From an optimization exercise on the open Yosys and OpenROAD flow, aimed at small area, a short achievable clock period and few clock cycles per item; shortcuts taken in it are not production practice.
RTL that was checked went through simulation tests only; none was proved equivalent to the original.
Only the layout flow was run in run 1; the RTL was not checked for function there.
Power figures rest on the tool's default switching activity, not on a simulated workload.

## flow/design.v (module list and top-level ports; edited modules follow where they fit)
// module cbp_cfg: 146 lines
// module cbp_mul: 708 lines
// module cbp_addr: 547 lines
// module color_bar_pattern_pixel_generator_unit: 239 lines
module color_bar_pattern_pixel_generator_unit
#(
    parameter int MAX_RESOLUTION = 2048
) (
    input  logic                  aclk,
    input  logic                  aresetn,
    input  logic                  cfg_valid,
    output logic                  cfg_ready,
    input  logic [CFG_IDX_W-1:0]  cfg_index,
    input  logic [CFG_DATA_W-1:0] cfg_data,
    input  logic                  s_axis_tvalid,
    output logic                  s_axis_tready,
    input  logic [S_TDATA_W-1:0]  s_axis_tdata,   
    output logic                  m_axis_tvalid,
    input  logic                  m_axis_tready,
    output logic [M_TDATA_W-1:0]  m_axis_tdata,   
    output logic [M_TUSER_W-1:0]  m_axis_tuser    
);
  // ...
==> flow/run.sh <==
#!/bin/bash
# synth_recipe.tcl (not shown) runs the flow's synth.tcl, then flattens the netlist and writes it again
# the make line also repeats each setting of config.mk as NAME=value (left out here)
make -C /OpenROAD-flow-scripts/flow DESIGN_CONFIG=/design/flow/config.mk WORK_HOME=/design/flow/orfs CLKGATE_MAP_FILE= SYNTH_SCRIPT=/design/flow/synth_recipe.tcl finish
==> flow/config.mk <==
export PLATFORM = sky130hd
export DESIGN_NAME = color_bar_pattern_pixel_generator_unit
export DESIGN_NICKNAME = color_bar_pattern_pixel_generator_unit
export VERILOG_FILES = /design/flow/design.v
export SDC_FILE = /design/flow/constraint.sdc
export NUM_CORES = 4
export LEC_CHECK = 0
export CAP_MARGIN = 20
export CORE_MARGIN = 2
export CORE_UTILIZATION = 40
export PLACE_DENSITY = 0.6
export SETUP_SLACK_MARGIN = 3.2
export SLEW_MARGIN = 20
==> flow/constraint.sdc <==
create_clock -name core_clock -period 8.0 [get_ports {aclk}]
set_input_delay 1.6000 -clock core_clock [delete_from_list [all_inputs] [get_ports {aclk}]]
set_output_delay 1.6000 -clock core_clock [all_outputs]
set_load 0.01 [all_outputs]
==> run_summary.xml, run 1 <==
<?xml version="1.0" encoding="UTF-8"?>
<metrics>
  <group name="critical_path">
    <metric name="critical_path_cell_count" unit="">23</metric>
    <metric name="crit_path_start" unit="">s3_col_reg[2]</metric>
    <metric name="critical_path.cell_chain" unit="">buf_6 -&gt; nand2_2 -&gt; o21ai_1 -&gt; a22o_1 -&gt; fa_1 -&gt; inv_1 -&gt; fa_1 -&gt; inv_2 -&gt; fa_1 -&gt; inv_1 -&gt; fa_1 -&gt; inv_2 -&gt; ha_4 -&gt; a21o_1 -&gt; a21o_1 -&gt; a211oi_4 -&gt; a21oi_4 -&gt; a221oi_4 -&gt; nor2b_2 -&gt; a311o_1 -&gt; a31o_2 -&gt; a21oi_2 -&gt; xnor2_1</metric>
    <metric name="reg2reg_setup_slack" unit="ps">2480</metric>
    <metric name="timing.critical_path.arrival" unit="ps">5960</metric>
    <metric name="critical_path.startpoint_type" unit="">flop</metric>
  </group>
  <group name="sta">
    <metric name="finalWorstSetupSlack" unit="ps">2484</metric>
    <metric name="timing_max_transition_violations_final" unit="">0</metric>
    <metric name="finalSetupViolations" unit="">0</metric>
  </group>
  <group name="cells_and_area">
    <metric name="final_nets" unit="">6846</metric>
    <metric name="design.seq.count" unit="">539</metric>
    <metric name="final_layout_size_suffix_gt1_share" unit="%">17.31</metric>
    <metric name="multi_input_gate_share_of_the_layout_cell_area" unit="%">60.19</metric>
    <metric name="syn2layout_area_growth" unit="%">19.92</metric>
    <metric name="num-clock-buffers" unit="">96</metric>
  </group>
  <group name="hold_path">
    <metric name="holdPathEnd" unit="">s2_y_reg[8]</metric>
  </group>
  <group name="placed_design">
    <metric name="port_buffers" unit="">121</metric>
  </group>
  <group name="logic_synthesis">
    <metric name="dominantRegCellSynth" unit="">edfxtp_1</metric>
    <metric name="synth.mux.area_fraction" unit="%">7.369</metric>
    <metric name="syn-mean-instance-area" unit="um2">8.979</metric>
    <metric name="main_combinational_cell_family_by_area_after_synthesis" unit="">adder cells</metric>
    <metric name="yosysSeqAreaShare" unit="%">27.05</metric>
    <metric name="post_synth_inst_count" unit="">5717</metric>
    <metric name="synthTopCellsByCount" unit="">nand2_1 (570), ha_1 (552), inv_1 (444), a21oi_1 (341), nor2_1 (337)</metric>
  </group>
  <group name="detailed_routing">
    <metric name="dr.pass1.iters" unit="">6</metric>
    <metric name="route.detailed.wl_per_inst" unit="um">23.47</metric>
    <metric name="met1_length" unit="um">79150</metric>
    <metric name="antenna_violating_nets_post_route" unit="">0</metric>
    <metric name="detailroute.via_count" unit="">45250</metric>
    <metric name="wirelength" unit="um">181600</metric>
  </group>
  <group name="global_routing">
    <metric name="number_of_antenna_violations_at_the_first_check_in_global_routing" unit="">5</metric>
    <metric name="gr-usage-met2" unit="%">41.91</metric>
  </group>
  <group name="clock_network">
    <metric name="clock_tree.buffer_depth" unit="">3</metric>
    <metric name="cts_htree_levels" unit="">3</metric>
    <metric name="cts_inserted_buffers" unit="">69</metric>
  </group>
  <group name="power_and_ir_drop">
    <metric name="power.internal" unit="W">0.007004</metric>
    <metric name="pwr.group.sequential" unit="W">0.00349</metric>
    <metric name="comb_power_share" unit="%">36.4</metric>
    <metric name="power_leader" unit="">combinational cells</metric>
  </group>
  <group name="floorplan">
    <metric name="die_area" unit="mm2">0.1312</metric>
    <metric name="core-area" unit="mm2">0.1275</metric>
  </group>
  <group name="status">
    <metric name="result_of_the_run" unit="">no timing/DRC/antenna violations</metric>
  </group>
  <group name="job">
    <metric name="drv.max_cap_violation_count" unit="">0</metric>
  </group>
</metrics>
==> module color_bar_pattern_pixel_generator_unit, before the edit <==
module color_bar_pattern_pixel_generator_unit
#(
    parameter int MAX_RESOLUTION = 2048
) (
    input  logic                  aclk,
    input  logic                  aresetn,
    input  logic                  cfg_valid,
    output logic                  cfg_ready,
    input  logic [CFG_IDX_W-1:0]  cfg_index,
    input  logic [CFG_DATA_W-1:0] cfg_data,
    input  logic                  s_axis_tvalid,
    output logic                  s_axis_tready,
    input  logic [S_TDATA_W-1:0]  s_axis_tdata,   
    output logic                  m_axis_tvalid,
    input  logic                  m_axis_tready,
    output logic [M_TDATA_W-1:0]  m_axis_tdata,   
    output logic [M_TUSER_W-1:0]  m_axis_tuser    
);
    logic              cfg_ok;
    logic [RES_W-1:0]  rw, rh;
    logic [RES_W+1:0]  rw3, rh3;
    logic [14:0]       xlb;
    logic [16:0]       xlb3;
    logic [9:0]        step3;
    logic [3:0]        bytes;
    logic [7:0]        grid;
    logic [31:0]       first;
    logic [7:0]        step;
    logic              indexed;
    logic [5:0]        bpp;
    logic [29:0]       layout;
    cbp_cfg #(
        .MAX_RESOLUTION(MAX_RESOLUTION)
    ) u_cfg (
        .aclk      (aclk),
        .aresetn   (aresetn),
        .cfg_valid (cfg_valid),
        .cfg_ready (cfg_ready),
        .cfg_index (cfg_index),
        .cfg_data  (cfg_data),
        .ready     (cfg_ok),
        .rw        (rw),
        .rh        (rh),
        .rw3       (rw3),
        .rh3       (rh3),
        .xlb       (xlb),
        .xlb3      (xlb3),
        .step3     (step3),
        .bytes     (bytes),
        .grid      (grid),
        .first     (first),
        .step      (step),
        .indexed   (indexed),
        .bpp       (bpp),
        .layout    (layout)
    );
    logic en;
    logic accept;
    logic out_v_reg;
    assign en            = !out_v_reg || m_axis_tready;
    assign s_axis_tready = cfg_ok && en;
    assign accept        = s_axis_tvalid && s_axis_tready;
    function automatic logic [12:0] div4(input logic [10:0] r, input logic [11:0] d,
                                         input logic [13:0] d3, input int s);
        logic [24:0] m1, m2, m3;
        logic        g1, g2, g3;
        logic [10:0] t1, t2, t3;
        m1 = 25'(d) << s;
        m2 = 25'(d) << (s + 1);
        m3 = 25'(d3) << s;
        g1 = 25'(r) >= m1;
        g2 = 25'(r) >= m2;
        g3 = 25'(r) >= m3;
        t1 = r - m1[10:0];
        t2 = r - m2[10:0];
        t3 = r - m3[10:0];
        if (g3)      div4 = {2'd3, t3};
        else if (g2) div4 = {2'd2, t2};
        else if (g1) div4 = {2'd1, t1};
        else         div4 = {2'd0, r};
    endfunction
    logic [PIX_W-1:0] in_x, in_y;
    logic             in_drawn;
    logic [12:0]      sx7, sy7;
    assign in_x     = s_axis_tdata[PIX_W-1:0];
    assign in_y     = s_axis_tdata[2*PIX_W-1:PIX_W];
    function automatic logic over(input logic [10:0] v, input logic [11:0] d);
        over = (d[11:3] == '0) && ({1'b0, v[10:8]} >= d[3:0]);
    endfunction
    assign in_drawn = !over(in_x, rw) && !over(in_y, rh);
    assign sx7      = div4(in_x, rw, rw3, 6);
    assign sy7      = div4(in_y, rh, rh3, 6);
    logic             s1_v_reg, s1_dr_reg;
    logic [PIX_W-1:0] s1_x_reg, s1_y_reg, s1_rx_reg, s1_ry_reg;
    logic [1:0]       s1_qx_reg, s1_qy_reg;
    always_ff @(posedge aclk) begin
        if (!aresetn) s1_v_reg <= 1'b0;
        else if (en)  s1_v_reg <= accept;
    end
    always_ff @(posedge aclk) begin
        if (en) begin
            s1_dr_reg <= in_drawn;
            s1_x_reg  <= in_x;
            s1_y_reg  <= in_y;
            s1_rx_reg <= sx7[10:0];
            s1_ry_reg <= sy7[10:0];
            s1_qx_reg <= sx7[12:11];
            s1_qy_reg <= sy7[12:11];
        end
    end
    logic [12:0] sx5, sy5, sx3, sy3;
    assign sx5 = div4(s1_rx_reg, rw, rw3, 4);
    assign sy5 = div4(s1_ry_reg, rh, rh3, 4);
    assign sx3 = div4(sx5[10:0], rw, rw3, 2);
    assign sy3 = div4(sy5[10:0], rh, rh3, 2);
    logic             s2_v_reg, s2_dr_reg;
    logic [PIX_W-1:0] s2_x_reg, s2_y_reg, s2_rx_reg, s2_ry_reg;
    logic [5:0]       s2_qx_reg, s2_qy_reg;
    always_ff @(posedge aclk) begin
        if (!aresetn) s2_v_reg <= 1'b0;
        else if (en)  s2_v_reg <= s1_v_reg;
    end
    always_ff @(posedge aclk) begin
        if (en) begin
            s2_dr_reg <= s1_dr_reg;
            s2_x_reg  <= s1_x_reg;
            s2_y_reg  <= s1_y_reg;
            s2_rx_reg <= sx3[10:0];
            s2_ry_reg <= sy3[10:0];
            s2_qx_reg <= {s1_qx_reg, sx5[12:11], sx3[12:11]};
            s2_qy_reg <= {s1_qy_reg, sy5[12:11], sy3[12:11]};
        end
    end
    logic [12:0] sx1, sy1;
    logic [7:0]  col, row;
    logic [23:0] addr;
    assign sx1 = div4(s2_rx_reg, rw, rw3, 0);
    assign sy1 = div4(s2_ry_reg, rh, rh3, 0);
    assign col = {s2_qx_reg, sx1[12:11]};
    assign row = {s2_qy_reg, sy1[12:11]};
    cbp_addr u_addr (
        .x     (s2_x_reg),
        .y     (s2_y_reg),
        .xlb   (xlb),
        .xlb3  (xlb3),
        .bytes (bytes),
        .addr  (addr)
    );
    logic        s3_v_reg, s3_dr_reg;
    logic [7:0]  s3_col_reg, s3_row_reg;
    logic [23:0] s3_addr_reg;
    always_ff @(posedge aclk) begin
        if (!aresetn) s3_v_reg <= 1'b0;
        else if (en)  s3_v_reg <= s2_v_reg;
    end
    always_ff @(posedge aclk) begin
        if (en) begin
            s3_dr_reg   <= s2_dr_reg && (col < grid) && (row < grid);
            s3_col_reg  <= s2_v_reg ? col : grid;
            s3_row_reg  <= row;
            s3_addr_reg <= addr;
        end
    end
    logic [15:0] gmul_reg;    
    logic [17:0] gmul3_reg;   
    logic [15:0] pr, pg;
    logic [23:0] sum;
    cbp_mul u_mul (
        .col  (s3_col_reg),
        .row  (s3_row_reg),
        .step (step),
        .step3(step3),
        .g    (gmul_reg),
        .g3   (gmul3_reg),
        .pr   (pr),
        .pg   (pg),
        .sum  (sum)
    );
    always_ff @(posedge aclk) begin
        if (en && !s3_v_reg) gmul_reg <= indexed ? pr : 16'(step);
        gmul3_reg <= {2'b0, gmul_reg} + {1'b0, gmul_reg, 1'b0};
    end
    logic        s4_v_reg, s4_dr_reg;
    logic [15:0] s4_pr_reg, s4_pg_reg;
    logic [23:0] s4_sum_reg, s4_addr_reg;
    always_ff @(posedge aclk) begin
        if (!aresetn) s4_v_reg <= 1'b0;
        else if (en)  s4_v_reg <= s3_v_reg;
    end
    always_ff @(posedge aclk) begin
        if (en) begin
            s4_dr_reg   <= s3_dr_reg;
            s4_pr_reg   <= pr;
            s4_pg_reg   <= pg;
            s4_sum_reg  <= sum;
            s4_addr_reg <= s3_addr_reg;
        end
    end
    function automatic logic [31:0] fmask(input logic [4:0] pos, input logic [4:0] size);
        logic [5:0] top;
        top = {1'b0, pos} + {1'b0, size};
        for (int i = 0; i < 32; i++) begin
            fmask[i] = (5'(i) >= pos) && (6'(i) < top);
        end
    endfunction
    logic [31:0] mout, mr, mg, mb;
    logic [4:0]  posb;
    always_comb begin
        for (int i = 0; i < 32; i++) begin
            mout[i] = (6'(i) < bpp) && s4_dr_reg;
        end
    end
    assign mr   = indexed ? 32'b0 : fmask(layout[4:0], layout[9:5]);
    assign mg   = indexed ? 32'b0 : fmask(layout[14:10], layout[19:15]);
    assign mb   = indexed ? 32'hFFFF_FFFF : fmask(layout[24:20], layout[29:25]);
    assign posb = indexed ? 5'd0 : layout[24:20];
    logic [31:0] cr, cg, cb, color;
    assign cr    = (first + (32'(s4_pr_reg) << layout[4:0])) & mr;
    assign cg    = (first + (32'(s4_pg_reg) << layout[14:10])) & mg;
    assign cb    = (first + (32'(s4_sum_reg) << posb)) & mb;
    assign color = (cr | cg | cb) & mout;
    logic              o_dr_reg;
    logic [31:0]       o_color_reg;
    logic [ADDR_W-1:0] o_addr_reg;
    always_ff @(posedge aclk) begin
        if (!aresetn) out_v_reg <= 1'b0;
        else if (en)  out_v_reg <= s4_v_reg;
    end
    always_ff @(posedge aclk) begin
        if (en) begin
            o_dr_reg    <= s4_dr_reg;
            o_color_reg <= color;
            o_addr_reg  <= s4_addr_reg & {ADDR_W{s4_dr_reg}};
        end
    end
    assign m_axis_tvalid = out_v_reg;
    assign m_axis_tdata  = {o_addr_reg, o_color_reg};
    assign m_axis_tuser  = o_dr_reg;
endmodule
==> inputs of run 2 (changes only) <==
--- a/flow/design.v
+++ b/flow/design.v
@@ -1423,6 +1423,268 @@
     wire s537 = p411 ^ gg511;
     assign addr = {s537, s536, s535, s534, s533, s532, s531, s530, s529, s528, s527, s526, s525, s524, s523, s522, s521, s520, s519, s518, s517, s516, s515, p373};
 endmodule
+module cbp_add32 (
+    input logic [31:0] a,
+    input logic [31:0] b,
+    output logic [31:0] s
+);
+    wire g1 = a[0] & b[0];
+    wire p2 = a[0] ^ b[0];
+    wire g3 = a[1] & b[1];
+    wire p4 = a[1] ^ b[1];
+    wire g5 = a[2] & b[2];
+    wire p6 = a[2] ^ b[2];
+    wire g7 = a[3] & b[3];
+    wire p8 = a[3] ^ b[3];
+    wire g9 = a[4] & b[4];
+    wire p10 = a[4] ^ b[4];
+    wire g11 = a[5] & b[5];
+    wire p12 = a[5] ^ b[5];
+    wire g13 = a[6] & b[6];
+    wire p14 = a[6] ^ b[6];
+    wire g15 = a[7] & b[7];
+    wire p16 = a[7] ^ b[7];
+    wire g17 = a[8] & b[8];
+    wire p18 = a[8] ^ b[8];
+    wire g19 = a[9] & b[9];
+    wire p20 = a[9] ^ b[9];
+    wire g21 = a[10] & b[10];
+    wire p22 = a[10] ^ b[10];
+    wire g23 = a[11] & b[11];
+    wire p24 = a[11] ^ b[11];
+    wire g25 = a[12] & b[12];
+    wire p26 = a[12] ^ b[12];
+    wire g27 = a[13] & b[13];
+    wire p28 = a[13] ^ b[13];
+    wire g29 = a[14] & b[14];
+    wire p30 = a[14] ^ b[14];
+    wire g31 = a[15] & b[15];
+    wire p32 = a[15] ^ b[15];
+    wire g33 = a[16] & b[16];
+    wire p34 = a[16] ^ b[16];
+    wire g35 = a[17] & b[17];
+    wire p36 = a[17] ^ b[17];
+    wire g37 = a[18] & b[18];
+    wire p38 = a[18] ^ b[18];
+    wire g39 = a[19] & b[19];
+    wire p40 = a[19] ^ b[19];
+    wire g41 = a[20] & b[20];
+    wire p42 = a[20] ^ b[20];
+    wire g43 = a[21] & b[21];
+    wire p44 = a[21] ^ b[21];
+    wire g45 = a[22] & b[22];
+    wire p46 = a[22] ^ b[22];
+    wire g47 = a[23] & b[23];
+    wire p48 = a[23] ^ b[23];
+    wire g49 = a[24] & b[24];
+    wire p50 = a[24] ^ b[24];
+    wire g51 = a[25] & b[25];
+    wire p52 = a[25] ^ b[25];
+    wire g53 = a[26] & b[26];
+    wire p54 = a[26] ^ b[26];
+    wire g55 = a[27] & b[27];
+    wire p56 = a[27] ^ b[27];
+    wire g57 = a[28] & b[28];
+    wire p58 = a[28] ^ b[28];
+    wire g59 = a[29] & b[29];
+    wire p60 = a[29] ^ b[29];
+    wire g61 = a[30] & b[30];
+    wire p62 = a[30] ^ b[30];
+    wire g63 = a[31] & b[31];
+    wire p64 = a[31] ^ b[31];
+    wire gg65 = g3 | (p4 & g1);
+    wire pp66 = p4 & p2;
+    wire gg67 = g7 | (p8 & g5);
+    wire pp68 = p8 & p6;
+    wire gg69 = g11 | (p12 & g9);
+    wire pp70 = p12 & p10;
+    wire gg71 = g15 | (p16 & g13);
+    wire pp72 = p16 & p14;
+    wire gg73 = g19 | (p20 & g17);
+    wire pp74 = p20 & p18;
+    wire gg75 = g23 | (p24 & g21);
+    wire pp76 = p24 & p22;
+    wire gg77 = g27 | (p28 & g25);
+    wire pp78 = p28 & p26;
+    wire gg79 = g31 | (p32 & g29);
+    wire pp80 = p32 & p30;
+    wire gg81 = g35 | (p36 & g33);
+    wire pp82 = p36 & p34;
+    wire gg83 = g39 | (p40 & g37);
+    wire pp84 = p40 & p38;
+    wire gg85 = g43 | (p44 & g41);
+    wire pp86 = p44 & p42;
+    wire gg87 = g47 | (p48 & g45);
+    wire pp88 = p48 & p46;
+    wire gg89 = g51 | (p52 & g49);
+    wire pp90 = p52 & p50;
+    wire gg91 = g55 | (p56 & g53);
+    wire pp92 = p56 & p54;
+    wire gg93 = g59 | (p60 & g57);
+    wire pp94 = p60 & p58;
+    wire gg95 = g63 | (p64 & g61);
+    wire pp96 = p64 & p62;
+    wire gg97 = g5 | (p6 & gg65);
+    wire pp98 = p6 & pp66;
+    wire gg99 = gg67 | (pp68 & gg65);
+    wire pp100 = pp68 & pp66;
+    wire gg101 = g13 | (p14 & gg69);
+    wire pp102 = p14 & pp70;
+    wire gg103 = gg71 | (pp72 & gg69);
+    wire pp104 = pp72 & pp70;
+    wire gg105 = g21 | (p22 & gg73);
+    wire pp106 = p22 & pp74;
+    wire gg107 = gg75 | (pp76 & gg73);
+    wire pp108 = pp76 & pp74;
+    wire gg109 = g29 | (p30 & gg77);
+    wire pp110 = p30 & pp78;
+    wire gg111 = gg79 | (pp80 & gg77);
+    wire pp112 = pp80 & pp78;
+    wire gg113 = g37 | (p38 & gg81);
+    wire pp114 = p38 & pp82;
+    wire gg115 = gg83 | (pp84 & gg81);
+    wire pp116 = pp84 & pp82;
+    wire gg117 = g45 | (p46 & gg85);
+    wire pp118 = p46 & pp86;
+    wire gg119 = gg87 | (pp88 & gg85);
+    wire pp120 = pp88 & pp86;
+    wire gg121 = g53 | (p54 & gg89);
+    wire pp122 = p54 & pp90;
+    wire gg123 = gg91 | (pp92 & gg89);
+    wire pp124 = pp92 & pp90;
+    wire gg125 = g61 | (p62 & gg93);
+    wire pp126 = p62 & pp94;
+    wire gg127 = gg95 | (pp96 & gg93);
+    wire pp128 = pp96 & pp94;
+    wire gg129 = g9 | (p10 & gg99);
+    wire pp130 = p10 & pp100;
+    wire gg131 = gg69 | (pp70 & gg99);
+    wire pp132 = pp70 & pp100;
+    wire gg133 = gg101 | (pp102 & gg99);
+    wire pp134 = pp102 & pp100;
+    wire gg135 = gg103 | (pp104 & gg99);
+    wire pp136 = pp104 & pp100;
+    wire gg137 = g25 | (p26 & gg107);
+    wire pp138 = p26 & pp108;
+    wire gg139 = gg77 | (pp78 & gg107);
+    wire pp140 = pp78 & pp108;
+    wire gg141 = gg109 | (pp110 & gg107);
+    wire pp142 = pp110 & pp108;
+    wire gg143 = gg111 | (pp112 & gg107);
+    wire pp144 = pp112 & pp108;
+    wire gg145 = g41 | (p42 & gg115);
+    wire pp146 = p42 & pp116;
+    wire gg147 = gg85 | (pp86 & gg115);
+    wire pp148 = pp86 & pp116;
+    wire gg149 = gg117 | (pp118 & gg115);
+    wire pp150 = pp118 & pp116;
+    wire gg151 = gg119 | (pp120 & gg115);
+    wire pp152 = pp120 & pp116;
+    wire gg153 = g57 | (p58 & gg123);
+    wire pp154 = p58 & pp124;
+    wire gg155 = gg93 | (pp94 & gg123);
+    wire pp156 = pp94 & pp124;
+    wire gg157 = gg125 | (pp126 & gg123);
+    wire pp158 = pp126 & pp124;
+    wire gg159 = gg127 | (pp128 & gg123);
+    wire pp160 = pp128 & pp124;
+    wire gg161 = g17 | (p18 & gg135);
+    wire pp162 = p18 & pp136;
+    wire gg163 = gg73 | (pp74 & gg135);
+    wire pp164 = pp74 & pp136;
+    wire gg165 = gg105 | (pp106 & gg135);
+    wire pp166 = pp106 & pp136;
+    wire gg167 = gg107 | (pp108 & gg135);
+    wire pp168 = pp108 & pp136;
+    wire gg169 = gg137 | (pp138 & gg135);
+    wire pp170 = pp138 & pp136;
+    wire gg171 = gg139 | (pp140 & gg135);
+    wire pp172 = pp140 & pp136;
+    wire gg173 = gg141 | (pp142 & gg135);
+    wire pp174 = pp142 & pp136;
+    wire gg175 = gg143 | (pp144 & gg135);
+    wire pp176 = pp144 & pp136;
+    wire gg177 = g49 | (p50 & gg151);
+    wire pp178 = p50 & pp152;
+    wire gg179 = gg89 | (pp90 & gg151);
+    wire pp180 = pp90 & pp152;
+    wire gg181 = gg121 | (pp122 & gg151);
+    wire pp182 = pp122 & pp152;
+    wire gg183 = gg123 | (pp124 & gg151);
+    wire pp184 = pp124 & pp152;
+    wire gg185 = gg153 | (pp154 & gg151);
+    wire pp186 = pp154 & pp152;
+    wire gg187 = gg155 | (pp156 & gg151);
+    wire pp188 = pp156 & pp152;
+    wire gg189 = gg157 | (pp158 & gg151);
+    wire pp190 = pp158 & pp152;
+    wire gg191 = gg159 | (pp160 & gg151);
+    wire pp192 = pp160 & pp152;
+    wire gg193 = g33 | (p34 & gg175);
+    wire pp194 = p34 & pp176;
+    wire gg195 = gg81 | (pp82 & gg175);
+    wire pp196 = pp82 & pp176;
+    wire gg197 = gg113 | (pp114 & gg175);
+    wire pp198 = pp114 & pp176;
+    wire gg199 = gg115 | (pp116 & gg175);
+    wire pp200 = pp116 & pp176;
+    wire gg201 = gg145 | (pp146 & gg175);
+    wire pp202 = pp146 & pp176;
+    wire gg203 = gg147 | (pp148 & gg175);
+    wire pp204 = pp148 & pp176;
+    wire gg205 = gg149 | (pp150 & gg175);
+    wire pp206 = pp150 & pp176;
+    wire gg207 = gg151 | (pp152 & gg175);
+    wire pp208 = pp152 & pp176;
+    wire gg209 = gg177 | (pp178 & gg175);
+    wire pp210 = pp178 & pp176;
+    wire gg211 = gg179 | (pp180 & gg175);
+    wire pp212 = pp180 & pp176;
+    wire gg213 = gg181 | (pp182 & gg175);
+    wire pp214 = pp182 & pp176;
+    wire gg215 = gg183 | (pp184 & gg175);
+    wire pp216 = pp184 & pp176;
+    wire gg217 = gg185 | (pp186 & gg175);
+    wire pp218 = pp186 & pp176;
+    wire gg219 = gg187 | (pp188 & gg175);
+    wire pp220 = pp188 & pp176;
+    wire gg221 = gg189 | (pp190 & gg175);
+    wire pp222 = pp190 & pp176;
+    wire gg223 = gg191 | (pp192 & gg175);
+    wire pp224 = pp192 & pp176;
+    wire s225 = p4 ^ g1;
+    wire s226 = p6 ^ gg65;
+    wire s227 = p8 ^ gg97;
+    wire s228 = p10 ^ gg99;
+    wire s229 = p12 ^ gg129;
+    wire s230 = p14 ^ gg131;
+    wire s231 = p16 ^ gg133;
+    wire s232 = p18 ^ gg135;
+    wire s233 = p20 ^ gg161;
+    wire s234 = p22 ^ gg163;
+    wire s235 = p24 ^ gg165;
+    wire s236 = p26 ^ gg167;
+    wire s237 = p28 ^ gg169;
+    wire s238 = p30 ^ gg171;
+    wire s239 = p32 ^ gg173;
+    wire s240 = p34 ^ gg175;
+    wire s241 = p36 ^ gg193;
+    wire s242 = p38 ^ gg195;
+    wire s243 = p40 ^ gg197;
+    wire s244 = p42 ^ gg199;
+    wire s245 = p44 ^ gg201;
+    wire s246 = p46 ^ gg203;
+    wire s247 = p48 ^ gg205;
+    wire s248 = p50 ^ gg207;
+    wire s249 = p52 ^ gg209;
+    wire s250 = p54 ^ gg211;
+    wire s251 = p56 ^ gg213;
+    wire s252 = p58 ^ gg215;
+    wire s253 = p60 ^ gg217;
+    wire s254 = p62 ^ gg219;
+    wire s255 = p64 ^ gg221;
+    assign s = {s255, s254, s253, s252, s251, s250, s249, s248, s247, s246, s245, s244, s243, s242, s241, s240, s239, s238, s237, s236, s235, s234, s233, s232, s231, s230, s229, s228, s227, s226, s225, p2};
+endmodule
 import cbp_pkg::*;
 module color_bar_pattern_pixel_generator_unit
 #(
@@ -1489,25 +1751,25 @@
     function automatic logic [12:0] div4(input logic [10:0] r, input logic [11:0] d,
                                          input logic [13:0] d3, input int s);
         logic [24:0] m1, m2, m3;
+        logic [11:0] u1, u2, u3;
         logic        g1, g2, g3;
-        logic [10:0] t1, t2, t3;
         m1 = 25'(d) << s;
         m2 = 25'(d) << (s + 1);
         m3 = 25'(d3) << s;
-        g1 = 25'(r) >= m1;
-        g2 = 25'(r) >= m2;
-        g3 = 25'(r) >= m3;
-        t1 = r - m1[10:0];
-        t2 = r - m2[10:0];
-        t3 = r - m3[10:0];
-        if (g3)      div4 = {2'd3, t3};
-        else if (g2) div4 = {2'd2, t2};
-        else if (g1) div4 = {2'd1, t1};
+        u1 = {1'b0, r} - {1'b0, m1[10:0]};
+        u2 = {1'b0, r} - {1'b0, m2[10:0]};
+        u3 = {1'b0, r} - {1'b0, m3[10:0]};
+        g1 = !u1[11] && (m1[24:11] == '0);
+        g2 = !u2[11] && (m2[24:11] == '0);
+        g3 = !u3[11] && (m3[24:11] == '0);
+        if (g3)      div4 = {2'd3, u3[10:0]};
+        else if (g2) div4 = {2'd2, u2[10:0]};
+        else if (g1) div4 = {2'd1, u1[10:0]};
         else         div4 = {2'd0, r};
     endfunction
     logic [PIX_W-1:0] in_x, in_y;
     logic             in_drawn;
-    logic [12:0]      sx7, sy7;
+    logic [12:0]      sx7, sy7, sx5, sy5;
     assign in_x     = s_axis_tdata[PIX_W-1:0];
     assign in_y     = s_axis_tdata[2*PIX_W-1:PIX_W];
     function automatic logic over(input logic [10:0] v, input logic [11:0] d);
@@ -1516,9 +1778,12 @@
     assign in_drawn = !over(in_x, rw) && !over(in_y, rh);
     assign sx7      = div4(in_x, rw, rw3, 6);
     assign sy7      = div4(in_y, rh, rh3, 6);
+    assign sx5      = div4(sx7[10:0], rw, rw3, 4);
+    assign sy5      = div4(sy7[10:0], rh, rh3, 4);
     logic             s1_v_reg, s1_dr_reg;
-    logic [PIX_W-1:0] s1_x_reg, s1_y_reg, s1_rx_reg, s1_ry_reg;
-    logic [1:0]       s1_qx_reg, s1_qy_reg;
+    logic [PIX_W-1:0] s1_x_reg, s1_y_reg;
+    logic [PIX_W-1:4] s1_rx_reg, s1_ry_reg;    
+    logic [3:0]       s1_qx_reg, s1_qy_reg;
     always_ff @(posedge aclk) begin
         if (!aresetn) s1_v_reg <= 1'b0;
         else if (en)  s1_v_reg <= accept;
@@ -1528,72 +1793,41 @@
             s1_dr_reg <= in_drawn;
             s1_x_reg  <= in_x;
             s1_y_reg  <= in_y;
-            s1_rx_reg <= sx7[10:0];
-            s1_ry_reg <= sy7[10:0];
-            s1_qx_reg <= sx7[12:11];
-            s1_qy_reg <= sy7[12:11];
+            s1_rx_reg <= sx5[10:4];
+            s1_ry_reg <= sy5[10:4];
+            s1_qx_reg <= {sx7[12:11], sx5[12:11]};
+            s1_qy_reg <= {sy7[12:11], sy5[12:11]};
         end
     end
-    logic [12:0] sx5, sy5, sx3, sy3;
-    assign sx5 = div4(s1_rx_reg, rw, rw3, 4);
-    assign sy5 = div4(s1_ry_reg, rh, rh3, 4);
-    assign sx3 = div4(sx5[10:0], rw, rw3, 2);
-    assign sy3 = div4(sy5[10:0], rh, rh3, 2);
+    logic [12:0] sx3, sy3, sx1, sy1;
+    assign sx3 = div4({s1_rx_reg, s1_x_reg[3:0]}, rw, rw3, 2);
+    assign sy3 = div4({s1_ry_reg, s1_y_reg[3:0]}, rh, rh3, 2);
+    assign sx1 = div4(sx3[10:0], rw, rw3, 0);
+    assign sy1 = div4(sy3[10:0], rh, rh3, 0);
     logic             s2_v_reg, s2_dr_reg;
-    logic [PIX_W-1:0] s2_x_reg, s2_y_reg, s2_rx_reg, s2_ry_reg;
-    logic [5:0]       s2_qx_reg, s2_qy_reg;
+    logic [PIX_W-1:0] s2_x_reg, s2_y_reg;
+    logic [7:0]       s2_col_reg, s2_row_reg;
     always_ff @(posedge aclk) begin
         if (!aresetn) s2_v_reg <= 1'b0;
         else if (en)  s2_v_reg <= s1_v_reg;
     end
     always_ff @(posedge aclk) begin
         if (en) begin
-            s2_dr_reg <= s1_dr_reg;
-            s2_x_reg  <= s1_x_reg;
-            s2_y_reg  <= s1_y_reg;
-            s2_rx_reg <= sx3[10:0];
-            s2_ry_reg <= sy3[10:0];
-            s2_qx_reg <= {s1_qx_reg, sx5[12:11], sx3[12:11]};
-            s2_qy_reg <= {s1_qy_reg, sy5[12:11], sy3[12:11]};
-        end
-    end
-    logic [12:0] sx1, sy1;
-    logic [7:0]  col, row;
-    logic [23:0] addr;
-    assign sx1 = div4(s2_rx_reg, rw, rw3, 0);
-    assign sy1 = div4(s2_ry_reg, rh, rh3, 0);
-    assign col = {s2_qx_reg, sx1[12:11]};
-    assign row = {s2_qy_reg, sy1[12:11]};
-    cbp_addr u_addr (
-        .x     (s2_x_reg),
-        .y     (s2_y_reg),
-        .xlb   (xlb),
-        .xlb3  (xlb3),
-        .bytes (bytes),
-        .addr  (addr)
-    );
-    logic        s3_v_reg, s3_dr_reg;
-    logic [7:0]  s3_col_reg, s3_row_reg;
-    logic [23:0] s3_addr_reg;
-    always_ff @(posedge aclk) begin
-        if (!aresetn) s3_v_reg <= 1'b0;
-        else if (en)  s3_v_reg <= s2_v_reg;
-    end
-    always_ff @(posedge aclk) begin
-        if (en) begin
-            s3_dr_reg   <= s2_dr_reg && (col < grid) && (row < grid);
-            s3_col_reg  <= s2_v_reg ? col : grid;
-            s3_row_reg  <= row;
-            s3_addr_reg <= addr;
+            s2_dr_reg  <= s1_dr_reg && ({s1_qx_reg, sx3[12:11], sx1[12:11]} < grid) &&
+                          ({s1_qy_reg, sy3[12:11], sy1[12:11]} < grid);
+            s2_x_reg   <= s1_x_reg;
+            s2_y_reg   <= s1_y_reg;
+            s2_col_reg <= s1_v_reg ? {s1_qx_reg, sx3[12:11], sx1[12:11]} : grid;
+            s2_row_reg <= {s1_qy_reg, sy3[12:11], sy1[12:11]};
         end
     end
     logic [15:0] gmul_reg;    
     logic [17:0] gmul3_reg;   
     logic [15:0] pr, pg;
-    logic [23:0] sum;
+    logic [23:0] sum, addr;
     cbp_mul u_mul (
-        .col  (s3_col_reg),
-        .row  (s3_row_reg),
+        .col  (s2_col_reg),
+        .row  (s2_row_reg),
         .step (step),
         .step3(step3),
         .g    (gmul_reg),
@@ -1602,61 +1836,73 @@
         .pg   (pg),
         .sum  (sum)
     );
+    cbp_addr u_addr (
+        .x     (s2_x_reg),
+        .y     (s2_y_reg),
+        .xlb   (xlb),
+        .xlb3  (xlb3),
+        .bytes (bytes),
+        .addr  (addr)
+    );
     always_ff @(posedge aclk) begin
-        if (en && !s3_v_reg) gmul_reg <= indexed ? pr : 16'(step);
+        if (en && !s2_v_reg) gmul_reg <= indexed ? pr : 16'(step);
         gmul3_reg <= {2'b0, gmul_reg} + {1'b0, gmul_reg, 1'b0};
     end
-    logic        s4_v_reg, s4_dr_reg;
-    logic [15:0] s4_pr_reg, s4_pg_reg;
-    logic [23:0] s4_sum_reg, s4_addr_reg;
+    logic        s3_v_reg, s3_dr_reg;
+    logic [15:0] s3_pr_reg, s3_pg_reg;
+    logic [23:0] s3_sum_reg, s3_addr_reg;
     always_ff @(posedge aclk) begin
-        if (!aresetn) s4_v_reg <= 1'b0;
-        else if (en)  s4_v_reg <= s3_v_reg;
+        if (!aresetn) s3_v_reg <= 1'b0;
+        else if (en)  s3_v_reg <= s2_v_reg;
     end
     always_ff @(posedge aclk) begin
         if (en) begin
-            s4_dr_reg   <= s3_dr_reg;
-            s4_pr_reg   <= pr;
-            s4_pg_reg   <= pg;
-            s4_sum_reg  <= sum;
-            s4_addr_reg <= s3_addr_reg;
+            s3_dr_reg   <= s2_dr_reg;
+            s3_pr_reg   <= pr;
+            s3_pg_reg   <= pg;
+            s3_sum_reg  <= sum;
+            s3_addr_reg <= addr;
         end
     end
-    function automatic logic [31:0] fmask(input logic [4:0] pos, input logic [4:0] size);
+    function automatic logic [31:0] fmask(input logic [4:0] pos, input logic [4:0] size,
+                                          input logic [5:0] lim);
         logic [5:0] top;
         top = {1'b0, pos} + {1'b0, size};
         for (int i = 0; i < 32; i++) begin
-            fmask[i] = (5'(i) >= pos) && (6'(i) < top);
+            fmask[i] = (5'(i) >= pos) && (6'(i) < top) && (6'(i) < lim);
         end
     endfunction
-    logic [31:0] mout, mr, mg, mb;
+    logic [31:0] mbpp, mr, mg, mb;
     logic [4:0]  posb;
     always_comb begin
         for (int i = 0; i < 32; i++) begin
-            mout[i] = (6'(i) < bpp) && s4_dr_reg;
+            mbpp[i] = 6'(i) < bpp;
         end
     end
-    assign mr   = indexed ? 32'b0 : fmask(layout[4:0], layout[9:5]);
-    assign mg   = indexed ? 32'b0 : fmask(layout[14:10], layout[19:15]);
-    assign mb   = indexed ? 32'hFFFF_FFFF : fmask(layout[24:20], layout[29:25]);
+    assign mr   = indexed ? 32'b0 : fmask(layout[4:0], layout[9:5], bpp);
+    assign mg   = indexed ? 32'b0 : fmask(layout[14:10], layout[19:15], bpp);
+    assign mb   = indexed ? mbpp : fmask(layout[24:20], layout[29:25], bpp);
     assign posb = indexed ? 5'd0 : layout[24:20];
-    logic [31:0] cr, cg, cb, color;
-    assign cr    = (first + (32'(s4_pr_reg) << layout[4:0])) & mr;
-    assign cg    = (first + (32'(s4_pg_reg) << layout[14:10])) & mg;
-    assign cb    = (first + (32'(s4_sum_reg) << posb)) & mb;
-    assign color = (cr | cg | cb) & mout;
+    logic [31:0] cr, cg, cb, color, ar, ag, ab;
+    cbp_add32 u_ar (.a(first), .b(32'(s3_pr_reg) << layout[4:0]),   .s(ar));
+    cbp_add32 u_ag (.a(first), .b(32'(s3_pg_reg) << layout[14:10]), .s(ag));
+    cbp_add32 u_ab (.a(first), .b(32'(s3_sum_reg) << posb),         .s(ab));
+    assign cr    = ar & mr;
+    assign cg    = ag & mg;
+    assign cb    = ab & mb;
+    assign color = (cr | cg | cb) & {32{s3_dr_reg}};
     logic              o_dr_reg;
     logic [31:0]       o_color_reg;
     logic [ADDR_W-1:0] o_addr_reg;
     always_ff @(posedge aclk) begin
         if (!aresetn) out_v_reg <= 1'b0;
-        else if (en)  out_v_reg <= s4_v_reg;
+        else if (en)  out_v_reg <= s3_v_reg;
     end
     always_ff @(posedge aclk) begin
         if (en) begin
-            o_dr_reg    <= s4_dr_reg;
+            o_dr_reg    <= s3_dr_reg;
             o_color_reg <= color;
-            o_addr_reg  <= s4_addr_reg & {ADDR_W{s4_dr_reg}};
+            o_addr_reg  <= s3_addr_reg & {ADDR_W{s3_dr_reg}};
         end
     end
     assign m_axis_tvalid = out_v_reg;
--- a/flow/config.mk
+++ b/flow/config.mk
@@ -9,5 +9,5 @@
 export CORE_MARGIN = 2
 export CORE_UTILIZATION = 40
 export PLACE_DENSITY = 0.6
-export SETUP_SLACK_MARGIN = 3.2
+export SETUP_SLACK_MARGIN = 2.5
 export SLEW_MARGIN = 20
==> run_summary.xml, run 2 <==
<?xml version="1.0" encoding="UTF-8"?>
<metrics>
  <group name="critical_path">
    <metric name="critPathCaptureType" unit="">flop</metric>
    <metric name="critical_path.startpoint_type" unit="">flop</metric>
    <metric name="worst_setup_path_type" unit="">flop to flop</metric>
    <metric name="reg2reg_depth" unit="">20</metric>
    <metric name="timing.critical_path.arrival" unit="ps">5930</metric>
    <metric name="worst-path-max-fanout" unit="">6</metric>
    <metric name="reg2reg_setup_slack" unit="ps">2490</metric>
    <metric name="crit-reg2reg-launch" unit="">s2_col_reg[4]</metric>
    <metric name="cp_data_required_time" unit="ps">8420</metric>
    <metric name="worst_r2r_endpoint" unit="">s3_sum_reg[23]</metric>
  </group>
  <group name="detailed_routing">
    <metric name="post_drt_via_cell_ratio" unit="">5.761</metric>
    <metric name="detailed_route_drc_error_count" unit="">0</metric>
    <metric name="antenna_violating_nets_post_route" unit="">0</metric>
    <metric name="wirelength" unit="um">160300</metric>
    <metric name="dr.pass1.iters" unit="">6</metric>
    <metric name="detailroute.via_count" unit="">41730</metric>
    <metric name="route.detailed.wl_per_inst" unit="um">22.12</metric>
    <metric name="drt_iter0_drc" unit="">3828</metric>
  </group>
  <group name="cells_and_area">
    <metric name="mostFrequentLayoutCells" unit="">ha_1 (536), nand2_1 (535), inv_1 (445)</metric>
    <metric name="final_layout_size_suffix_gt1_share" unit="%">12.28</metric>
    <metric name="layout.core_utilization" unit="%">45.69</metric>
    <metric name="most_common_library_cell_in_the_layout_ignoring_fill_and_taps" unit="">ha_1</metric>
    <metric name="final_nets" unit="">6402</metric>
    <metric name="syn2layout_area_growth" unit="%">13.42</metric>
    <metric name="antenna-diode-count" unit="">0</metric>
  </group>
  <group name="logic_synthesis">
    <metric name="synthTopCellsByCount" unit="">ha_1 (543), nand2_1 (538), inv_1 (460), nor2_1 (314), o21ai_0 (305)</metric>
    <metric name="post_synth_inst_count" unit="">5440</metric>
    <metric name="yosysWarningCount" unit="">2</metric>
    <metric name="netlist-cell-type-count" unit="">92</metric>
    <metric name="post-synth-top-count-cell" unit="">ha_1</metric>
    <metric name="yosysSeqAreaShare" unit="%">25.36</metric>
    <metric name="yosysTopAreaCellShare" unit="%">16.02</metric>
    <metric name="postSynth.asyncResetShare" unit="%">0</metric>
    <metric name="netlist.top_cell.by_area" unit="">edfxtp_1</metric>
    <metric name="synth_nets" unit="">6272</metric>
    <metric name="dominantRegCellSynth" unit="">edfxtp_1</metric>
    <metric name="number_of_enable_flip_flop_cells_after_synthesis" unit="">262</metric>
    <metric name="syn-mean-instance-area" unit="um2">9.026</metric>
    <metric name="synth-seq-cells" unit="">491</metric>
    <metric name="syn-cell-area" unit="mm2">0.04910</metric>
    <metric name="most_area_consuming_cells_after_synthesis" unit="">edfxtp_1 (16%), ha_1 (14%), dfxtp_1 (9.3%)</metric>
  </group>
  <group name="floorplan">
    <metric name="die_w" unit="um">354.4</metric>
    <metric name="die_area" unit="mm2">0.1256</metric>
    <metric name="placementRows" unit="">128</metric>
    <metric name="core-area" unit="mm2">0.1219</metric>
    <metric name="initial_utilization" unit="%">40.29</metric>
    <metric name="floorplan.die.height" unit="um">354.4</metric>
    <metric name="number_of_i_o_pins" unit="">125</metric>
  </group>
  <group name="power_and_ir_drop">
    <metric name="power_per_cell_area" unit="mW/mm2">158.7</metric>
    <metric name="fin_total_pwr" unit="W">0.008835</metric>
    <metric name="max_ir_drop_vdd" unit="V">0.0001682</metric>
    <metric name="static-leakage-power" unit="nW">24.35</metric>
  </group>
  <group name="global_routing">
    <metric name="grt_first_pass_wirelength" unit="um">244200</metric>
    <metric name="grt_remaining_overflow" unit="">0</metric>
    <metric name="largest_net_degree_at_the_start_of_global_routing" unit="">136</metric>
    <metric name="number_of_antenna_violations_at_the_first_check_in_global_routing" unit="">4</metric>
    <metric name="first_global_vias" unit="">39950</metric>
    <metric name="grt_use_total" unit="%">24.92</metric>
  </group>
  <group name="sta">
    <metric name="finalWorstSetupSlack" unit="ps">2486</metric>
    <metric name="finalHoldWorstSlack" unit="ps">421.0</metric>
    <metric name="max_freq" unit="MHz">181.4</metric>
    <metric name="setup-tns-final" unit="ps">0</metric>
    <metric name="timing.max_slew.rel_slack" unit="%">25.57</metric>
    <metric name="final-hold-violation-count" unit="">0</metric>
    <metric name="final.min_clock_period" unit="ps">5514</metric>
    <metric name="tightestPinTransition" unit="ps">1114</metric>
    <metric name="worst_skew" unit="ps">66.10</metric>
    <metric name="rsz0062_at_grt" unit="">yes</metric>
    <metric name="timing_max_transition_violations_final" unit="">0</metric>
    <metric name="fin_crit_sh" unit="%">68.92</metric>
    <metric name="finalSetupViolations" unit="">0</metric>
  </group>
  <group name="clock_network">
    <metric name="clock-root-buffer" unit="">clkbuf_16</metric>
    <metric name="clk_latency" unit="ps">700</metric>
    <metric name="clock_net_sink_count" unit="">491</metric>
    <metric name="clock_tree.buffer_depth" unit="">3</metric>
    <metric name="cts_inserted_buffers" unit="">58</metric>
    <metric name="cts_htree_levels" unit="">2</metric>
    <metric name="cts_tree" unit="">yes</metric>
    <metric name="cts.clk_slew.worst_paths" unit="ps">60</metric>
  </group>
  <group name="placed_design">
    <metric name="place.detailed.hpwl" unit="um">122500</metric>
    <metric name="gp_congestion" unit="">1.023</metric>
    <metric name="post_place_worst_slack" unit="ps">961.0</metric>
    <metric name="port_buffers" unit="">121</metric>
  </group>
  <group name="hold_path">
    <metric name="worstHoldStart" unit="">s1_x_reg[4]</metric>
    <metric name="timing.hold.worst.class" unit="">flop to flop</metric>
    <metric name="holdPathEnd" unit="">s2_x_reg[4]</metric>
    <metric name="holdPathStages" unit="">0</metric>
  </group>
  <group name="status">
    <metric name="result_of_the_run" unit="">no timing/DRC/antenna violations</metric>
  </group>
  <group name="job">
    <metric name="drv.max_cap_violation_count" unit="">0</metric>
  </group>
</metrics>
-- run 2: changes by cell type after synthesis, moves of 23 or more --
cell,delta
edfxtp_1,-47
nor2_1,-23
nand2b_1,-26
nand2_1,-32
a21o_1,-43
a21oi_1,-53
o21ai_0,-25
-- run 2: how the worst max path moves through the flow --
stage	slack [ps]	depth (start not counted)	start	to
after floorplan	2430	3	m_axis_tready	o_addr_reg[0]
after global placement	1040	19	s_axis_tdata[7]	s1_rx_reg[9]
after detailed placement	960	19	s_axis_tdata[7]	s1_rx_reg[10]
after CTS	2340	27	s1_x_reg[3]	s2_dr_reg
after global routing	2320	20	s2_col_reg[4]	s3_sum_reg[23]
final	2490	20	s2_col_reg[4]	s3_sum_reg[23]
-- run 2: final cells by class --
class / count / area (um2)
Fill cell: 11690 / 66190
Multi-Input combinational cell: 4245 / 34660
Sequential cell: 491 / 12470
Timing Repair Buffer: 314 / 2749
Tap cell: 1625 / 2033
Inverter: 460 / 1749
Clock buffer: 73 / 1600
Clock inverter: 36 / 427.9
-- run 2: stage by stage --
step           instance area, um2  instances
2_1_floorplan               49160       5440
3_3_place_gp                51970       7008
3_5_place_dp                51970       7008
4_1_cts                     54820       7185
5_1_grt                     55690       7244
6_report                    55690       7244
-- run 2: timing repair --
item / CTS / global route
hold buffers: 0 / 0
pin swaps: 18 / 51
gates resized for setup: 76 / 134
hold endpoints to repair: 0 / 0
endpoints found under the setup margin: 48 / 40
buffers inserted: 68 / 59
-- run 2: cell families (layout without fill, tap and decap cells) --
logic type | count (synthesis) | after routing | synth area share, %
DFF | 491 | 491 | 25.36
buffers and inverters | 704 | 883 | 5.440
AOI/OAI and AO/OA | 1349 | 1349 | 18.35
muxes | 367 | 367 | 8.669
adders and majority gates | 767 | 767 | 22.97
other | 1 | 1 | 0.007637
and+or+nand+nor | 1509 | 1509 | 14.71
xor gates and xnor gates | 252 | 252 | 4.495
-- run 2: power breakdown --
group / internal, W / switching [W] / total [W]
registers: 0.00288 / 0.000178 / 0.00306
clock network: 0.00163 / 0.00121 / 0.00284
logic: 0.00127 / 0.00167 / 0.00294
total: 0.00578 / 0.00306 / 0.00884
-- run 2: per-layer routing --
layer  global-route usage [%]  wire length (um)  up-vias
met3                    3.234             10020      254
met1                    36.28             75140    20300
met2                    38.32             69690     1448
met4                    7.602              5397        2
li1                         -                 -    19730
met5                        0                 7        -
-- run 2: worst max-delay path: stages, from the launching register on --
cell and delay [ps]:
edfxtp_1 460, buf_4 160, nor2b_4 250, a22oi_2 130
fa_1 510, fa_1 560, inv_2 70, fa_1 510
inv_1 50, fa_1 520, inv_2 50, ha_4 210
a41o_1 230, a221oi_2 300, o32ai_1 110, a41o_1 260
o41ai_4 270, o2111ai_2 190, a21oi_2 170, o21bai_1 100
xnor2_1 140
Testbench counts of run 2, summed over its fixed seeds: cycles 32,672, items 32,000.
==> inputs of run 3 (changes only) <==
--- a/flow/config.mk
+++ b/flow/config.mk
@@ -5,6 +5,7 @@
 export SDC_FILE = /design/flow/constraint.sdc
 export NUM_CORES = 4
 export LEC_CHECK = 0
+export ABC_AREA = 1
 export CAP_MARGIN = 20
 export CORE_MARGIN = 2
 export CORE_UTILIZATION = 40
==> run_summary.xml, run 3 <==
<?xml version="1.0" encoding="UTF-8"?>
<metrics>
  <group name="placed_design">
    <metric name="port_buffers" unit="">121</metric>
    <metric name="dp.cells" unit="">8364</metric>
    <metric name="place.detailed.hpwl" unit="um">139900</metric>
    <metric name="post_place_worst_slack" unit="ps">1838</metric>
    <metric name="gp_congestion" unit="">1.001</metric>
  </group>
  <group name="cells_and_area">
    <metric name="mostFrequentLayoutCells" unit="">nand2_1 (1525), inv_1 (1034), a21oi_1 (551)</metric>
    <metric name="most_common_library_cell_in_the_layout_ignoring_fill_and_taps" unit="">nand2_1</metric>
    <metric name="syn2layout_area_growth" unit="%">10.23</metric>
    <metric name="fill_cells" unit="">12620</metric>
    <metric name="final_nets" unit="">7638</metric>
    <metric name="final_layout_size_suffix_gt1_share" unit="%">4.157</metric>
    <metric name="final_cells" unit="">8482</metric>
  </group>
  <group name="clock_network">
    <metric name="clock_tree.buffer_depth" unit="">3</metric>
    <metric name="clk_latency" unit="ps">690</metric>
    <metric name="cts.clk_slew.worst_paths" unit="ps">60</metric>
    <metric name="cts-hold-fix-buffers" unit="">0</metric>
    <metric name="cts_htree_levels" unit="">2</metric>
    <metric name="clock_net_sink_count" unit="">491</metric>
    <metric name="cts_inserted_buffers" unit="">60</metric>
    <metric name="clock-root-buffer" unit="">clkbuf_16</metric>
    <metric name="cts_tree" unit="">yes</metric>
  </group>
  <group name="sta">
    <metric name="final-hold-violation-count" unit="">0</metric>
    <metric name="worst_skew" unit="ps">21.94</metric>
    <metric name="timing_max_transition_violations_final" unit="">0</metric>
    <metric name="timing.max_slew.rel_slack" unit="%">25.15</metric>
    <metric name="finalHoldWorstSlack" unit="ps">418.0</metric>
    <metric name="setup-tns-final" unit="ps">0</metric>
    <metric name="finalWorstSetupSlack" unit="ps">2751</metric>
    <metric name="tightestPinTransition" unit="ps">1119</metric>
    <metric name="fin_crit_sh" unit="%">65.62</metric>
    <metric name="rsz0062_at_grt" unit="">yes</metric>
    <metric name="finalSetupViolations" unit="">0</metric>
    <metric name="final.min_clock_period" unit="ps">5249</metric>
    <metric name="max_freq" unit="MHz">190.5</metric>
  </group>
  <group name="detailed_routing">
    <metric name="detailroute.via_count" unit="">46570</metric>
    <metric name="post_drt_via_cell_ratio" unit="">5.490</metric>
    <metric name="antenna_violating_nets_post_route" unit="">0</metric>
    <metric name="drt_iter0_drc" unit="">4234</metric>
    <metric name="dr.pass1.iters" unit="">9</metric>
    <metric name="wirelength" unit="um">174000</metric>
    <metric name="detailed_route_drc_error_count" unit="">0</metric>
    <metric name="route.detailed.wl_per_inst" unit="um">20.52</metric>
  </group>
  <group name="critical_path">
    <metric name="critPathSlowestCell" unit="">fa_1</metric>
    <metric name="reg2reg_depth" unit="">20</metric>
    <metric name="worst-path-max-fanout" unit="">8</metric>
    <metric name="timing.critical_path.arrival" unit="ps">5810</metric>
    <metric name="reg2reg_setup_slack" unit="ps">2750</metric>
    <metric name="worst_setup_path_type" unit="">flop to flop</metric>
    <metric name="cp_data_required_time" unit="ps">8560</metric>
    <metric name="critical_path.startpoint_type" unit="">flop</metric>
    <metric name="timing.critical_path.mode_cell" unit="">inv_1</metric>
    <metric name="critPathMaxStageDelay" unit="ps">510</metric>
    <metric name="critPathCaptureType" unit="">flop</metric>
    <metric name="worst_setup_path_endpoint" unit="">s3_sum_reg[16]</metric>
    <metric name="crit-reg2reg-launch" unit="">s2_col_reg[5]</metric>
    <metric name="critical_path.cell_chain" unit="">nand2_1 -&gt; inv_1 -&gt; a21oi_1 -&gt; fa_1 -&gt; fa_1 -&gt; inv_1 -&gt; fa_1 -&gt; inv_1 -&gt; fa_1 -&gt; inv_1 -&gt; ha_1 -&gt; a21oi_1 -&gt; nor2_1 -&gt; a211oi_1 -&gt; o21ai_2 -&gt; nand2_1 -&gt; nand2_2 -&gt; inv_1 -&gt; fa_1 -&gt; inv_1</metric>
    <metric name="worst_r2r_endpoint" unit="">s3_sum_reg[16]</metric>
    <metric name="crit_path_start" unit="">s2_col_reg[5]</metric>
  </group>
  <group name="logic_synthesis">
    <metric name="dominantRegCellSynth" unit="">edfxtp_1</metric>
    <metric name="post-synth-top-count-cell" unit="">nand2_1</metric>
    <metric name="syn-mean-instance-area" unit="um2">7.316</metric>
    <metric name="number_of_enable_flip_flop_cells_after_synthesis" unit="">262</metric>
    <metric name="netlist.top_cell.by_area" unit="">edfxtp_1</metric>
    <metric name="yosysWarningCount" unit="">2</metric>
    <metric name="synth_nets" unit="">7583</metric>
    <metric name="yosysSeqAreaShare" unit="%">25.21</metric>
    <metric name="netlist-cell-type-count" unit="">64</metric>
    <metric name="synth-seq-cells" unit="">491</metric>
    <metric name="synthTopCellsByCount" unit="">nand2_1 (1534), inv_1 (1035), a21oi_1 (552), ha_1 (543), nor2_1 (479)</metric>
    <metric name="postSynth.asyncResetShare" unit="%">0</metric>
    <metric name="syn-cell-area" unit="mm2">0.04939</metric>
    <metric name="post_synth_inst_count" unit="">6751</metric>
    <metric name="most_area_consuming_cells_after_synthesis" unit="">edfxtp_1 (16%), ha_1 (14%), nand2_1 (12%)</metric>
    <metric name="yosysTopAreaCellShare" unit="%">15.93</metric>
  </group>
  <group name="job">
    <metric name="drv.max_cap_violation_count" unit="">0</metric>
  </group>
  <group name="floorplan">
    <metric name="initial_utilization" unit="%">40.42</metric>
    <metric name="number_of_i_o_pins" unit="">125</metric>
    <metric name="placementRows" unit="">128</metric>
    <metric name="core-area" unit="mm2">0.1222</metric>
    <metric name="floorplan.die.height" unit="um">355.4</metric>
    <metric name="die_w" unit="um">355.4</metric>
    <metric name="die_area" unit="mm2">0.1263</metric>
  </group>
  <group name="global_routing">
    <metric name="grt_remaining_overflow" unit="">0</metric>
    <metric name="first_global_vias" unit="">43490</metric>
    <metric name="grt_use_total" unit="%">27.00</metric>
    <metric name="grt_first_pass_wirelength" unit="um">262900</metric>
    <metric name="number_of_antenna_violations_at_the_first_check_in_global_routing" unit="">6</metric>
    <metric name="largest_net_degree_at_the_start_of_global_routing" unit="">93</metric>
  </group>
  <group name="hold_path">
    <metric name="worstHoldStart" unit="">s1_y_reg[4]</metric>
    <metric name="holdPathStages" unit="">0</metric>
    <metric name="timing.hold.worst.class" unit="">flop to flop</metric>
  </group>
  <group name="power_and_ir_drop">
    <metric name="power_per_cell_area" unit="mW/mm2">188.2</metric>
    <metric name="static-leakage-power" unit="nW">26.72</metric>
    <metric name="fin_total_pwr" unit="W">0.01025</metric>
    <metric name="max_ir_drop_vdd" unit="V">0.0001806</metric>
  </group>
  <group name="status">
    <metric name="result_of_the_run" unit="">no timing/DRC/antenna violations</metric>
  </group>
</metrics>
[run 3: cell types whose count changed in the layout (fill, tap and decap cells not counted), sizes merged, moves of 166 or more]
cell / delta
nand3: +324
nand2: +1017
a21oi: +268
inv: +602
nor2: +183
mux2: -166
[run 3: cells by family after synthesis]
kind of cell / synth area share (%)
AND/OR/NAND/NOR: 22.51
other: 0.007592
AO/OA/AOI/OAI: 15.67
adder cells (fa/ha/maj): 22.83
flip-flops: 25.21
multiplexers: 0.1216
XOR/XNOR: 4.002
buffers and inverters: 9.646
[run 3: cell type report]
cell class / instances / area [um2] / area share (%)
repair inverters: 1 / 5.005 / 0.009192
multi-input cells: 5022 / 32270 / 59.27
clock buffers: 79 / 1729 / 3.176
diodes: 1 / 2.502 / 0.004596
repair buffers: 160 / 1529 / 2.808
well taps: 1625 / 2033 / 3.734
flip-flops and latches: 491 / 12460 / 22.88
clock inverters: 33 / 382.9 / 0.7032
inverters: 1070 / 4038 / 7.416
[run 3: power by group]
group / switching (W) / leakage, nW / internal, W
Sequential: 0.000240 / 4.90 / 0.00299
Combinational: 0.00259 / 20.8 / 0.00150
Clock: 0.00120 / 1.04 / 0.00172
Total: 0.00404 / 26.7 / 0.00621
[run 3: critical path: cells and delay by family, from the launching register on]
kind	cells	cell delay [ps]
AO/OA/AOI/OAI	4	880
adder cells (fa/ha/maj)	6	2740
buffers and inverters	6	500
flip-flops	1	420
AND/OR/NAND/NOR	4	590
[run 3: worst min path at each step]
stage | end | slack, ps
global route | s2_x_reg[7] | 430
CTS | s2_y_reg[4] | 420
floorplan | u_cfg.xlb3_reg[0] | 370
detailed placement | s2_y_reg[4] | 410
global placement | s2_y_reg[10] | 400
finish | s2_y_reg[4] | 420
[run 3: through the flow]
step / area [um2] / utilization [%]
3_5_place_dp: 52180 / 42.70
4_1_cts: 54300 / 44.44
5_1_grt: 54440 / 44.55
2_1_floorplan: 49400 / -
6_report: 54440 / 44.55
3_3_place_gp: 52180 / 42.70
[run 3: repair_timing]
item / in CTS / in global routing
gates resized for setup: 1 / 32
buffers inserted: 0 / 4
setup endpoints to repair: 2 / 31
cloned: 0 / 1
[run 3: per-layer routing]
layer	up-vias	GRT usage, %	routed length, um	share of wire [%]
met1	22060	37.79	78440	45
met2	1682	43.32	77580	45
met4	6	9.085	6272	3.6
met3	268	2.908	11670	6.7
li1	22550	-	-	-
met5	-	0	41	0.024
==> inputs of run 4 (changes only) <==
--- a/flow/config.mk
+++ b/flow/config.mk
@@ -5,10 +5,9 @@
 export SDC_FILE = /design/flow/constraint.sdc
 export NUM_CORES = 4
 export LEC_CHECK = 0
-export ABC_AREA = 1
 export CAP_MARGIN = 20
 export CORE_MARGIN = 2
 export CORE_UTILIZATION = 40
 export PLACE_DENSITY = 0.6
-export SETUP_SLACK_MARGIN = 2.5
+export SETUP_SLACK_MARGIN = 3.0
 export SLEW_MARGIN = 20
==> run_summary.xml, run 4 <==
<?xml version="1.0" encoding="UTF-8"?>
<metrics>
  <group name="critical_path">
    <metric name="worst_setup_path_endpoint" unit="">s3_sum_reg[14]</metric>
    <metric name="worst_setup_path_type" unit="">flop to flop</metric>
    <metric name="critical_path.startpoint_type" unit="">flop</metric>
    <metric name="critPathCaptureType" unit="">flop</metric>
    <metric name="crit_path_start" unit="">s2_col_reg[4]</metric>
    <metric name="reg2reg_depth" unit="">26</metric>
    <metric name="crit-reg2reg-launch" unit="">s2_col_reg[4]</metric>
    <metric name="reg2reg_setup_slack" unit="ps">2450</metric>
    <metric name="timing.critical_path.arrival" unit="ps">5980</metric>
  </group>
  <group name="cells_and_area">
    <metric name="ff_latch_area" unit="mm2">0.01248</metric>
    <metric name="multiInputGateArea" unit="mm2">0.03539</metric>
    <metric name="syn2layout_area_growth" unit="%">16.65</metric>
    <metric name="final_nets" unit="">6472</metric>
  </group>
  <group name="sta">
    <metric name="timing_max_transition_violations_final" unit="">0</metric>
    <metric name="tightestPinTransition" unit="ps">1090</metric>
    <metric name="finalSetupViolations" unit="">0</metric>
    <metric name="fin_crit_sh" unit="%">69.33</metric>
    <metric name="final-hold-violation-count" unit="">0</metric>
    <metric name="timing.max_slew.rel_slack" unit="%">27.20</metric>
    <metric name="worst_skew" unit="ps">75.26</metric>
    <metric name="rsz0062_at_grt" unit="">yes</metric>
    <metric name="setup-tns-final" unit="ps">0</metric>
    <metric name="finalWorstSetupSlack" unit="ps">2454</metric>
  </group>
  <group name="logic_synthesis">
    <metric name="post_synth_inst_count" unit="">5440</metric>
    <metric name="dominantRegCellSynth" unit="">edfxtp_1</metric>
    <metric name="number_of_enable_flip_flop_cells_after_synthesis" unit="">262</metric>
    <metric name="syn-mean-instance-area" unit="um2">9.026</metric>
    <metric name="post-synth-top-count-cell" unit="">ha_1</metric>
    <metric name="postSynth.asyncResetShare" unit="%">0</metric>
    <metric name="most_area_consuming_cells_after_synthesis" unit="">edfxtp_1 (16%), ha_1 (14%), dfxtp_1 (9.3%)</metric>
    <metric name="yosysTopAreaCellShare" unit="%">16.02</metric>
    <metric name="synth-seq-cells" unit="">491</metric>
    <metric name="synthTopCellsByCount" unit="">ha_1 (543), nand2_1 (538), inv_1 (460), nor2_1 (314), o21ai_0 (305)</metric>
    <metric name="syn-cell-area" unit="mm2">0.04910</metric>
    <metric name="netlist.top_cell.by_area" unit="">edfxtp_1</metric>
  </group>
  <group name="global_routing">
    <metric name="met3_usage" unit="%">3.393</metric>
    <metric name="gr-usage-met2" unit="%">37.93</metric>
    <metric name="grt_first_pass_wirelength" unit="um">243300</metric>
    <metric name="first_global_vias" unit="">40580</metric>
    <metric name="grt_use_total" unit="%">24.65</metric>
    <metric name="number_of_antenna_violations_at_the_first_check_in_global_routing" unit="">3</metric>
  </group>
  <group name="job">
    <metric name="drv.max_cap_violation_count" unit="">0</metric>
  </group>
  <group name="clock_network">
    <metric name="cts_htree_levels" unit="">2</metric>
    <metric name="clock_tree.buffer_depth" unit="">3</metric>
    <metric name="cts-hold-fix-buffers" unit="">0</metric>
    <metric name="clock-root-buffer" unit="">clkbuf_16</metric>
    <metric name="cts_tree" unit="">yes</metric>
    <metric name="clk_latency" unit="ps">710</metric>
    <metric name="clock_net_sink_count" unit="">491</metric>
    <metric name="cts_inserted_buffers" unit="">61</metric>
  </group>
  <group name="floorplan">
    <metric name="floorplan.die.height" unit="um">354.4</metric>
    <metric name="core-area" unit="mm2">0.1219</metric>
    <metric name="number_of_i_o_pins" unit="">125</metric>
    <metric name="initial_utilization" unit="%">40.29</metric>
    <metric name="placementRows" unit="">128</metric>
  </group>
  <group name="power_and_ir_drop">
    <metric name="static-leakage-power" unit="nW">24.96</metric>
    <metric name="power_per_cell_area" unit="mW/mm2">161.0</metric>
    <metric name="max_ir_drop_vdd" unit="V">0.0001970</metric>
    <metric name="fin_total_pwr" unit="W">0.009224</metric>
  </group>
  <group name="detailed_routing">
    <metric name="detailed_route_drc_error_count" unit="">0</metric>
    <metric name="drt_iter0_drc" unit="">4146</metric>
    <metric name="dr.pass1.iters" unit="">6</metric>
    <metric name="detailroute.via_count" unit="">42170</metric>
    <metric name="route.detailed.wl_per_inst" unit="um">21.70</metric>
    <metric name="post_drt_via_cell_ratio" unit="">5.761</metric>
  </group>
  <group name="hold_path">
    <metric name="timing.hold.worst.class" unit="">flop to flop</metric>
  </group>
  <group name="placed_design">
    <metric name="gp_congestion" unit="">1.029</metric>
    <metric name="post_place_worst_slack" unit="ps">1424</metric>
    <metric name="port_buffers" unit="">121</metric>
    <metric name="place.detailed.hpwl" unit="um">118900</metric>
  </group>
  <group name="status">
    <metric name="result_of_the_run" unit="">no timing/DRC/antenna violations</metric>
  </group>
</metrics>
[run 4: cell count changes after synthesis, sizes merged, moves of 91 or more]
cell,previous run,this run
nand2,1555,538
xnor2,71,172
nor2b,0,122
o22ai,136,26
inv,1057,460
nor2,497,314
mux2,0,166
o21ai,414,315
a22oi,1,109
clkbuf,114,205
a21oi,556,288
mux2i,6,171
and2,5,101
nand3,429,105
[run 4: per-layer routing]
metal / share of wire (%) / vias up
met5: 0.0044 / -
met4: 4.1 / 2
met3: 6.9 / 320
met2: 43 / 1573
met1: 46 / 20410
li1: - / 19860
[run 4: area by class of cell]
type                            count  area share (%)
Multi-Input combinational cell   4248           61.79
Sequential cell                   491           21.79
Timing Repair Buffer              377           5.920
Tap cell                         1625           3.550
Inverter                          460           3.074
Clock buffer                       75           2.792
Clock inverter                     41           1.064
Timing Repair inverter              1         0.01311
Antenna cell                        2        0.008738
[run 4: power breakdown]
group / internal [W] / switching, W / total (W)
registers: 0.00288 / 0.000173 / 0.00305
logic: 0.00138 / 0.00174 / 0.00312
clock network: 0.00183 / 0.00123 / 0.00305
total: 0.00608 / 0.00314 / 0.00922
[run 4: worst min path at each step]
| stage | startpoint | end | slack [ps] | depth (start not counted) |
|---|---|---|---|---|
| 2_1_floorplan | u_cfg.step_reg[0] | u_cfg.step3_reg[0] | 350 | 0 |
| 3_3_place_gp | s1_x_reg[10] | s2_x_reg[10] | 410 | 0 |
| 3_5_place_dp | s1_x_reg[4] | s2_x_reg[4] | 410 | 0 |
| 4_1_cts | s1_x_reg[4] | s2_x_reg[4] | 420 | 0 |
| 5_1_grt | s1_x_reg[4] | s2_x_reg[4] | 430 | 0 |
| 6_report | s1_x_reg[4] | s2_x_reg[4] | 420 | 0 |
[run 4: worst max-delay path, cell delays in order (launching register included)]
cell	delay [ps]
edfxtp_1	470
buf_6	170
mux2_4	290
a22oi_2	160
fa_1	450
fa_1	550
inv_2	70
fa_1	520
inv_2	40
fa_1	540
inv_2	50
ha_4	210
a41o_1	180
a221oi_2	280
buf_4	160
buf_6	90
buf_6	80
buf_6	80
buf_6	80
buf_6	80
buf_6	90
buf_6	90
nand2_4	50
and2_4	180
o21ai_2	120
nand2b_1	70
xor2_1	140
[run 4: cells by family (layout without fill, tap and decap cells)]
| kind of cell | after synthesis | count (layout) | synth area share (%) |
|---|---|---|---|
| DFF | 491 | 491 | 25.36 |
| muxes | 367 | 367 | 8.669 |
| adders and majority gates | 767 | 767 | 22.97 |
| xor gates and xnor gates | 252 | 252 | 4.495 |
| other | 1 | 3 | 0.007637 |
| buffers and inverters | 704 | 954 | 5.440 |
| and+or+nand+nor | 1509 | 1509 | 14.71 |
| AOI/OAI and AO/OA | 1349 | 1352 | 18.35 |
[run 4: timing repair]
item / CTS / global route
cloned: 5 / 3
resized for setup: 198 / 175
buffers inserted: 146 / 44
pin swaps: 82 / 48
setup endpoints to repair: 69 / 56
[run 4: per-stage QoR]
stage | util [%] | instances | cell area [um2]
after global routing | 46.99 | 7318 | 57270
after detailed placement | 42.77 | 7004 | 52120
after global placement | 42.77 | 7004 | 52120
final | 47.00 | 7320 | 57280
after CTS | 46.15 | 7271 | 56240
after floorplan | - | 5440 | 49380

[port drivers added, routing unchanged]
The flow's constraints put no driver on any port. The routed layouts listed below were extracted and timed again, unchanged, in two steps.
Step 1: set_driving_cell puts a clkbuf_16 on aclk and a buf_2 on each other input, an assumption about the parent block.
Step 2 times the ports against the registers' clock, not the clock port: input delays grow and output delays shrink by t, the midpoint of the rising clock arrivals with the driver on.
a / b / c = no drivers / after step 1 / after step 2; a / b = the first two.
| run | shift t [ns] | setup slack, ns |
|---|---|---|
| run 1 | 0.744 | 2.484 / 2.484 / 2.484 |
| run 2 | 0.754 | 2.486 / 2.486 / 1.991 |
| run 3 | 0.746 | 2.751 / 2.751 / 2.155 |
| run 4 | 0.741 | 2.454 / 2.454 / 2.423 |
After both steps setup and hold are still met in every run listed.
